Source: an optimization exercise on an open RTL-to-GDS flow (aim: small area and few clock cycles). Production flows keep margins and buffers that such runs may drop. The RTL was checked by simulation tests, not by an equivalence proof against the original design. No activity file was given, so power comes from the tool's default toggle rates.

Design lm96570_cfg_seq, start of the top module:
module lm96570_cfg_seq
#(
  parameter int RW_BIT   = 0,
  parameter int HDR_BITS = 6,
  parameter int TMR_W    = 10,   
  parameter int RINGS    = 4
) (
  input  logic                  CLK,
  input  logic                  RESET,
  input  logic                  TBL_WE,
  input  logic [ADDR_W-1:0]     TBL_ADDR,
  input  logic [DATA_WIDTH-1:0] TBL_DATA,
  input  logic [NBIT_WIDTH-1:0] TBL_NBIT,
  input  logic                  GO,
  input  logic                  VERIFY_EN,
  input  logic [ADDR_W:0]       NUM_ENTRIES,
  output logic                  BUSY,
  output logic                  DONE,
  output logic [1:0]            ERR_CODE,
  output logic [ADDR_W-1:0]     ERR_IDX,
  output logic                  SPI_START,
  output logic [DATA_WIDTH-1:0] SPI_DATA,
  output logic [NBIT_WIDTH-1:0] SPI_NBIT,
  input  logic                  SPI_DONE,
  input  logic [DATA_WIDTH-1:0] SPI_RD_DATA
);
For scale: roughly 3500 cells after synthesis, about 250 I/O pins.
clock: 5.0 ns
lec_check: 0
cap_margin: 20
core_margin: 2
core_utilization: 75
place_density: 0.82
setup_slack_margin: 0.15
slew_margin: 20
synth_hierarchical: 1
synth_minimum_keep_size: 0
standard.sh (not shown) runs the stock make flow with config.mk's settings and CLKGATE_MAP_FILE= SYNTH_SCRIPT=/design/flow/synth_recipe.tcl, a recipe that flattens the netlist after the stock synthesis.
==> flow/flow/run.sh <==
#!/bin/bash
set -euo pipefail
export PRE_FLOORPLAN_TCL="$PWD/flow/downsize.tcl"
export RECOVER_POWER=100
export PRE_GLOBAL_ROUTE_TCL="$PWD/flow/grt_pre.tcl"
export POST_GLOBAL_ROUTE_TCL="$PWD/flow/grt_post.tcl"
export BUFFER_PORTS_ARGS="-buffer_cell sky130_fd_sc_hd__buf_1"
export CTS_ARGS="-sink_clustering_enable -repair_clock_nets -dont_use_dummy_load -root_buf sky130_fd_sc_hd__clkbuf_16 -sink_clustering_size 16 -sink_clustering_max_diameter 60 -buf_list {sky130_fd_sc_hd__clkbuf_8}"
bash standard.sh > standard.log 2>&1
==> flow/flow/downsize.tcl <==
# Runs before floorplanning (PRE_FLOORPLAN_TCL). Hierarchical synthesis maps
# each table slot-update bit (lm96570_slot_next) on its own and picks the
# double-drive a22oi_2 for it, though each drives a single flip-flop D pin.
# Set every a22oi_2 with a single load back to a22oi_1; timing repair later
# in the flow resizes where needed.
set one [[ord::get_db] findMaster sky130_fd_sc_hd__a22oi_1]
set n 0
foreach inst [[ord::get_db_block] getInsts] {
  if {[[$inst getMaster] getName] ne "sky130_fd_sc_hd__a22oi_2"} continue
  set out [$inst findITerm Y]
  set net [$out getNet]
  if {$net eq "NULL"} continue
  if {[llength [$net getITerms]] == 2} {
    $inst swapMaster $one
    incr n
  }
}
puts "downsize.tcl: a22oi_2 -> a22oi_1 on $n cells"
==> flow/flow/grt_post.tcl <==
# POST_GLOBAL_ROUTE_TCL: power recovery may leave drivers too weak for
# their loads; repair slew and capacitance again (with the flow's margins),
# legalise and reroute what changed, then drop the temporary setup margin
# set by grt_pre.tcl.
global_route -start_incremental
estimate_parasitics -global_routing
repair_design -slew_margin 20 -cap_margin 20
detailed_placement
global_route -end_incremental
set_clock_uncertainty -setup 0 [all_clocks]
==> flow/flow/grt_pre.tcl <==
# PRE_GLOBAL_ROUTE_TCL: during global routing's timing repair and power
# recovery, aim for 0.12 ns of setup slack rather than 0, to cover the
# difference between the router's parasitics and the final extraction.
set_clock_uncertainty -setup 0.12 [all_clocks]
Testbench counts at the start, summed over its fixed seeds: cycles 50,498.
Rerun with:
==> flow/flow/grt_post.tcl (replaced) <==
# POST_GLOBAL_ROUTE_TCL: drop the temporary margin set by grt_pre.tcl.
set_clock_uncertainty -setup 0 [all_clocks]
- CORE_UTILIZATION: 75 -> 65
- PLACE_DENSITY: 0.82 -> 0.72
Result: Now the flow completed and failed the layout checks on capacitance limit, slew limit; die area rose by 15%; via count drops by 1.6%; power is about the same; global-route usage falls by 4.5 points; core utilization shrinks by 11 points; clock-buffer cell count grows by 1.
Rerun with:
--- a/flow/flow/run.sh
+++ b/flow/flow/run.sh
@@ -4,3 +3,0 @@
-export RECOVER_POWER=100
-export PRE_GLOBAL_ROUTE_TCL="$PWD/flow/grt_pre.tcl"
-export POST_GLOBAL_ROUTE_TCL="$PWD/flow/grt_post.tcl"
- CORE_UTILIZATION: 65 -> 75
- PLACE_DENSITY: 0.72 -> 0.82
removed: flow/flow/grt_post.tcl
removed: flow/flow/grt_pre.tcl
=> Now the flow passed the timing, design-rule and antenna checks. Cell area is about the same. Clock skew went down by 0.021 ns. Core utilization rose by 12 points. Fmax grows by 1.1%. Wire length falls by about 4.5%. Global-route usage grows by 4.5 points. Cell count drops by about 3.3%. Worst hold slack is worse by 0.0069 ns. Die area fell by about 13%. Sequential cell count stays the same. Synthesized cell count is unchanged.
Rerun with:
--- a/flow/flow/run.sh
+++ b/flow/flow/run.sh
@@ -3,0 +4,3 @@
+export RECOVER_POWER=100
+export PRE_GLOBAL_ROUTE_TCL="$PWD/flow/grt_pre.tcl"
+export POST_GLOBAL_ROUTE_TCL="$PWD/flow/grt_post.tcl"
==> flow/flow/grt_post.tcl (new file) <==
# POST_GLOBAL_ROUTE_TCL: power recovery may leave drivers too weak for
# their loads; repair slew and capacitance again (with the flow's margins),
# legalise and reroute what changed, then drop the temporary setup margin
# set by grt_pre.tcl.
global_route -start_incremental
estimate_parasitics -global_routing
repair_design -slew_margin 20 -cap_margin 20
detailed_placement
global_route -end_incremental
set_clock_uncertainty -setup 0 [all_clocks]
==> flow/flow/grt_pre.tcl (new file) <==
# PRE_GLOBAL_ROUTE_TCL: during global routing's timing repair and power
# recovery, aim for 0.12 ns of setup slack rather than 0, to cover the
# difference between the router's parasitics and the final extraction.
set_clock_uncertainty -setup 0.12 [all_clocks]
- CORE_UTILIZATION: 75 -> 65
- PLACE_DENSITY: 0.82 -> 0.72
What happened: Wire length grows by 4.5%. Synthesized cell count is unchanged. Worst setup slack degrades by 0.023 ns. Flip-flop and latch count stays the same. Total power is about the same. Final cell count grows by about 3.6%. Critical path depth stays the same. Die area grows by 15%. Count of clock-buffer cells in the layout grows by 1. Register-to-register slack degrades by 0.50 ns. First-iteration DRC count shrinks by about 6%.

## static timing again, ports no longer ideal
How much do the figures lean on ideal ports? The routed layouts below were timed once more, with nothing changed but the port constraints. Step 1 assumes that a clkbuf_16 drives the clock port and a buf_2 every other input. Step 2 also shifts input and output timing later by t, the mid clock arrival at the registers, as if the neighbouring blocks saw the same clock. Three values: ideal, step 1, step 2; two values: the first two.
run	t (ns)	setup slack, ns	worst setup path after step 2
the first run	0.699	0.353 / 0.302 / 0.328	input to output
the second run	0.681	0.247 / 0.221 / -0.388	input to register
the third run	0.695	0.297 / 0.228 / 0.345	input to output
the fourth run	0.679	0.274 / 0.205 / 0.316	input to register
For the second run, which loses most, drivers alone change the setup slack by -0.026 ns; drivers and shift together by -0.635 ns.
